From an optimization exercise on the open Yosys and OpenROAD flow, aimed at small area, a short achievable clock period and few clock cycles per item; shortcuts taken in it are not production practice.
Function was checked by simulation only, so behaviour that the tests miss may differ from the original.
Power figures rest on the tool's default switching activity, not on a simulated workload.

==> job 3555: inputs <==
## sprite_compositor_n
module sprite_compositor_n #(
  parameter int N_SPRITES = 8,
  parameter int SPR_SIZE  = 16,
  parameter int COORD_W   = 10,
  parameter int PAL_DEPTH = 16,
  parameter int COLOR_W   = 8,
  parameter int SLOT_W    = (N_SPRITES > 1) ? $clog2(N_SPRITES) : 1,
  parameter int SEL_WP    = $clog2(SPR_SIZE + 1),
  parameter int PAL_WP    = (PAL_DEPTH > 1) ? $clog2(PAL_DEPTH) : 1,
  parameter int DATA_W    = ((2 * COORD_W + PAL_WP + 2) > SPR_SIZE) ? (2 * COORD_W + PAL_WP + 2) : SPR_SIZE
) (
  input  logic                 clk_25,
  input  logic                 n_reset,
  input  logic                 wr_en,
  input  logic [SLOT_W-1:0]    wr_slot,
  input  logic [SEL_WP-1:0]    wr_sel,
  input  logic [DATA_W-1:0]    wr_data,
  input  logic                 att_color,
  input  logic [PAL_WP-1:0]    pal_addr,
  input  logic [3*COLOR_W-1:0] data_color,
  input  logic                 coll_clr,
  input  logic                 pix_valid,
  input  logic [COORD_W-1:0]   row,
  input  logic [COORD_W-1:0]   column,
  input  logic [COLOR_W-1:0]   FIFO_Red,
  input  logic [COLOR_W-1:0]   FIFO_Green,
  input  logic [COLOR_W-1:0]   FIFO_Blue,
  output logic [COLOR_W-1:0]   VGA_R,
  output logic [COLOR_W-1:0]   VGA_G,
  output logic [COLOR_W-1:0]   VGA_B,
  output logic                 out_valid,
  ...
clock: 4.5 ns
lec_check: 0
cap_margin: 20
core_margin: 2
core_utilization: 40
setup_slack_margin: 2.4
slew_margin: 20
standard.sh (not shown) runs the stock make flow with config.mk's settings and CLKGATE_MAP_FILE= SYNTH_SCRIPT=/design/flow/synth_recipe.tcl, a recipe that flattens the netlist after the stock synthesis.
==> flow/flow/run.sh <==
#!/bin/bash
# Standard layout, with clock tree synthesis told not to add dummy balancing loads
# and to cluster sinks into larger groups (fewer leaf buffers).
set -e
cp standard.sh standard_copy.log
export CTS_ARGS="-sink_clustering_enable -repair_clock_nets -dont_use_dummy_load -sink_clustering_size 25 -sink_clustering_max_diameter 60"
bash standard.sh > standard.log 2>&1
==> job 1308 (differences from job 3555) <==
--- a/flow/design.v
+++ b/flow/design.v
@@ -64,125 +64,110 @@
         md_q[s] <= wr_data[25];
       end
       for (int r = 0; r < 16; r++)
         if (row_we[s][r]) bmp_q[s][r] <= wr_data[15:0];
     end
     for (int p = 0; p < PAL_DEPTH; p++)
       if (pal_we[p]) pal_q[p] <= data_color;
   end
-  always_ff @(posedge clk_25) begin
+  always_ff @(posedge clk_25 or negedge n_reset) begin
     if (!n_reset) begin
       en_q <= '0; rv_q <= '0; pv_q <= '0;
     end else begin
       for (int s = 0; s < N; s++) begin
         if (attr_we[s]) en_q[s] <= wr_data[24];
         for (int r = 0; r < 16; r++)
           if (row_we[s][r]) rv_q[s][r] <= 1'b1;
       end
       for (int p = 0; p < PAL_DEPTH; p++)
         if (pal_we[p]) pv_q[p] <= 1'b1;
     end
   end
-  logic                v0_q, v1_q, v2_q, v3_q, v4_q, ov_q;
-  logic [RGB_W-1:0]    bg0_q, bg1_q, bg2_q, bg3_q, bg4_q;
+  logic                v0_q, v1_q, v2_q, v3_q, ov_q;
+  logic [RGB_W-1:0]    bg0_q, bg1_q, bg2_q, bg3_q;
+  logic [N-1:0][15:0]  row0_q;
   logic [N-1:0][3:0]   col0_q;
-  logic [3:0]          rlo0_q;
   logic [N-1:0]        in0_q;
-  logic [N-1:0][15:0]  rb1_q;
-  logic [N-1:0][3:0]   dy1_q;
-  logic [N-1:0]        in1_q;
-  logic [N-1:0]        hit2_q;
-  logic [PAL_W-1:0]    pi3_q;
+  logic [N-1:0]        hit1_q;
+  logic [PAL_W-1:0]    pi2_q;
+  logic                md2_q, any2_q;
+  logic [RGB_W-1:0]    p3_q;
   logic                md3_q, any3_q;
-  logic [RGB_W-1:0]    p4_q;
-  logic                md4_q, any4_q;
   logic [N-1:0]        coll_q;
   logic [RGB_W-1:0]    rgb_q;
   logic [N-1:0][4:0] lox, loy;    
   logic [N-1:0]      inx, iny;
   logic [N-1:0][5:0] ax, bx, ay, by;
+  logic [N-1:0][3:0] dy0;
   logic [N-1:0]      in0_d;
-  logic [N-1:0][3:0] col0_d;
+  logic [N-1:0][15:0] row0_d;
+  logic [N-1:0][3:0]  col0_d;
   always_comb begin
     for (int s = 0; s < N; s++) begin
       lox[s] = {1'b0, column[3:0]} - {1'b0, x_q[s][3:0]};
       loy[s] = {1'b0, row[3:0]}    - {1'b0, y_q[s][3:0]};
       ax[s]  = column[9:4];
       bx[s]  = ~x_q[s][9:4];
       ay[s]  = row[9:4];
       by[s]  = ~y_q[s][9:4];
       inx[s] = ((ax[s] ^ bx[s] ^ {ax[s][4:0] | bx[s][4:0], ~lox[s][4]}) == '0) &&
                (ax[s][5] | bx[s][5]);
       iny[s] = ((ay[s] ^ by[s] ^ {ay[s][4:0] | by[s][4:0], ~loy[s][4]}) == '0) &&
                (ay[s][5] | by[s][5]);
-      in0_d[s]  = en_q[s] & inx[s] & iny[s];
+      dy0[s]    = loy[s][3:0];
+      in0_d[s]  = en_q[s] & inx[s] & iny[s] & rv_q[s][dy0[s]];
+      row0_d[s] = bmp_q[s][dy0[s]];
       col0_d[s] = ~lox[s][3:0];     
     end
   end
-  logic [N-1:0][15:0] rb1_d;
-  logic [N-1:0][3:0]  dy1_d;
-  always_comb begin
-    for (int s = 0; s < N; s++) begin
-      for (int r = 0; r < 16; r++)
-        rb1_d[s][r] = bmp_q[s][r][col0_q[s]] & rv_q[s][r];
-      dy1_d[s] = rlo0_q - y_q[s][3:0];
-    end
-  end
-  logic [N-1:0] hit2_d;
+  logic [N-1:0] hit1_d;
   always_comb begin
     for (int s = 0; s < N; s++)
-      hit2_d[s] = in1_q[s] & rb1_q[s][dy1_q[s]];
+      hit1_d[s] = in0_q[s] & row0_q[s][col0_q[s]];
   end
-  logic [PAL_W-1:0] pi3_d;
-  logic             md3_d, multi;
+  logic [PAL_W-1:0] pi2_d;
+  logic             md2_d, multi;
   always_comb begin
-    pi3_d = '0; md3_d = 1'b0;
+    pi2_d = '0; md2_d = 1'b0;
     for (int s = N - 1; s >= 0; s--)
-      if (hit2_q[s]) begin
-        pi3_d = pi_q[s];
-        md3_d = md_q[s];
+      if (hit1_q[s]) begin
+        pi2_d = pi_q[s];
+        md2_d = md_q[s];
       end
   end
-  assign multi = (hit2_q & (hit2_q - N'(1))) != '0;
-  logic [RGB_W-1:0] p4_d;
-  assign p4_d = pal_q[pi3_q] & {RGB_W{pv_q[pi3_q]}};
+  assign multi = (hit1_q & (hit1_q - N'(1))) != '0;
+  logic [RGB_W-1:0] p3_d;
+  assign p3_d = pal_q[pi2_q] & {RGB_W{pv_q[pi2_q]}};
   logic [RGB_W-1:0] rgb_d;
   logic [COLOR_W:0] sum_r, sum_g, sum_b;
   always_comb begin
-    sum_r = {1'b0, p4_q[23:16]} + {1'b0, bg4_q[23:16]};
-    sum_g = {1'b0, p4_q[15:8]}  + {1'b0, bg4_q[15:8]};
-    sum_b = {1'b0, p4_q[7:0]}   + {1'b0, bg4_q[7:0]};
-    if (!any4_q)     rgb_d = bg4_q;
-    else if (!md4_q) rgb_d = p4_q;
+    sum_r = {1'b0, p3_q[23:16]} + {1'b0, bg3_q[23:16]};
+    sum_g = {1'b0, p3_q[15:8]}  + {1'b0, bg3_q[15:8]};
+    sum_b = {1'b0, p3_q[7:0]}   + {1'b0, bg3_q[7:0]};
+    if (!any3_q)     rgb_d = bg3_q;
+    else if (!md3_q) rgb_d = p3_q;
     else             rgb_d = {sum_r[8:1], sum_g[8:1], sum_b[8:1]};
   end
   always_ff @(posedge clk_25) begin
     bg0_q <= {FIFO_Red, FIFO_Green, FIFO_Blue};
-    col0_q <= col0_d; rlo0_q <= row[3:0]; in0_q <= in0_d;
-    bg1_q <= bg0_q; rb1_q <= rb1_d; dy1_q <= dy1_d; in1_q <= in0_q;
-    bg2_q <= bg1_q; hit2_q <= hit2_d;
-    bg3_q <= bg2_q; pi3_q <= pi3_d; md3_q <= md3_d; any3_q <= |hit2_q;
-    bg4_q <= bg3_q; p4_q <= p4_d; md4_q <= md3_q; any4_q <= any3_q;
+    row0_q <= row0_d; col0_q <= col0_d; in0_q <= in0_d;
+    bg1_q <= bg0_q; hit1_q <= hit1_d;
+    bg2_q <= bg1_q; pi2_q <= pi2_d; md2_q <= md2_d; any2_q <= |hit1_q;
+    bg3_q <= bg2_q; p3_q <= p3_d; md3_q <= md2_q; any3_q <= any2_q;
     rgb_q <= rgb_d;
   end
   always_ff @(posedge clk_25 or negedge n_reset) begin
     if (!n_reset) begin
-      v0_q <= 1'b0; v1_q <= 1'b0; v2_q <= 1'b0; v3_q <= 1'b0; v4_q <= 1'b0;
+      v0_q <= 1'b0; v1_q <= 1'b0; v2_q <= 1'b0; v3_q <= 1'b0; ov_q <= 1'b0;
+      coll_q <= '0;
     end else begin
-      v0_q <= pix_valid; v1_q <= v0_q; v2_q <= v1_q; v3_q <= v2_q; v4_q <= v3_q;
-    end
-  end
-  always_ff @(posedge clk_25) begin
-    if (!n_reset) begin
-      ov_q <= 1'b0; coll_q <= '0;
-    end else begin
-      ov_q <= v4_q;
+      v0_q <= pix_valid; v1_q <= v0_q; v2_q <= v1_q; v3_q <= v2_q; ov_q <= v3_q;
       if (coll_clr)           coll_q <= '0;
-      else if (v2_q && multi) coll_q <= coll_q | hit2_q;
+      else if (v1_q && multi) coll_q <= coll_q | hit1_q;
     end
   end
   assign VGA_R     = rgb_q[RGB_W-1 -: COLOR_W];
   assign VGA_G     = rgb_q[2*COLOR_W-1 -: COLOR_W];
   assign VGA_B     = rgb_q[COLOR_W-1:0];
   assign out_valid = ov_q;
   assign collision = coll_q;
 endmodule
==> flow/run.sh (new file) <==
#!/bin/bash
# synth_recipe.tcl (not shown) runs the flow's synth.tcl, then flattens the netlist and writes it again
# the make line also repeats each setting of config.mk as NAME=value (left out here)
make -C /OpenROAD-flow-scripts/flow DESIGN_CONFIG=/design/flow/config.mk WORK_HOME=/design/flow/orfs CLKGATE_MAP_FILE= SYNTH_SCRIPT=/design/flow/synth_recipe.tcl finish
- CTS_BUF_LIST: not set -> sky130_fd_sc_hd__clkbuf_4 sky130_fd_sc_hd__clkbuf_8 sky130_fd_sc_hd__clkbuf_16
- SETUP_SLACK_MARGIN: 2.4 -> 2.3
removed: flow/flow/run.sh
removed: flow/standard.sh
==> results.py <==
metrics = {
    "final_layout": {
        "fin_area_mm2": 0.1476,
    },
    "pwr": {
        "p_per_area_mw_per_mm2": 438.5,
    },
    "setup_path": {
        "cp_cell_sequence": "clkdlybuf4s15_2, clkinvlp_4, buf_12, fa_4, buf_12, buf_12, buf_16, mux4_2, nor2b_4, a211oi_2, a21oi_1",
        "cpPeakStageDelay_ps": 850,
    },
    "die": {
        "fp.coreArea_mm2": 0.2965,
        "die-area_mm2": 0.3022,
    },
    "yosys": {
        "synth_area_per_cell_um2": 20.54,
        "synth-seq-cells": 3125,
    },
    "place": {
        "finalWeightedCongestion": 0.8115,
    },
    "worst_hold_path": {
        "hold_path.class": "flip-flop to flip-flop",
    },
    "outcome": {
        "outcome": "complete, no violations",
    },
}
-- figures above: job 1308

==> results.py <==
metrics = {
    "outcome": {
        "outcome": "complete, no violations",
    },
    "setup_path": {
        "cp_cell_sequence": "buf_6",
    },
    "yosys": {
        "synth-seq-cells": 3194,
    },
    "worst_hold_path": {
        "hold_path.class": "primary input to async pin",
    },
    "place": {
        "finalWeightedCongestion": 0.7832,
    },
    "final_layout": {
        "fin_area_mm2": 0.1388,
    },
}
-- figures above: job 3555

Testbench counts of job 3555, summed over its fixed seeds: cycles 33,536, pixels 32,768.
Testbench counts of job 1308, summed over its fixed seeds: cycles 33,408, pixels 32,768.

afterwards: timing with drivers on the ports:
No port has a modelled driver above. Below, the same layouts with a new extraction and two added sets of constraints. Step 1, drivers: a clkbuf_16 drives clk_25 and a buf_2 each remaining input, both assumed. Step 2 also shifts input and output timing later by t, the mid clock arrival at the registers, as if the neighbouring blocks saw the same clock. Three values: ideal, step 1, step 2; two values: the first two.
run	t, ns	slack for setup (ns)	worst setup path after step 2	latest minus earliest clock arrival (ns)	pins driven straight from the clock port
job 3555	0.947	2.256 / 2.159 / 1.463	input to register	0.160 / 0.160	1
job 1308	0.958	1.736 / 1.755 / 0.844	input to register	0.122 / 0.123	1
After both steps setup and hold are still met in every run listed. For job 1308, which loses most, drivers alone change the setup slack by +0.019 ns; drivers and shift together by -0.892 ns.
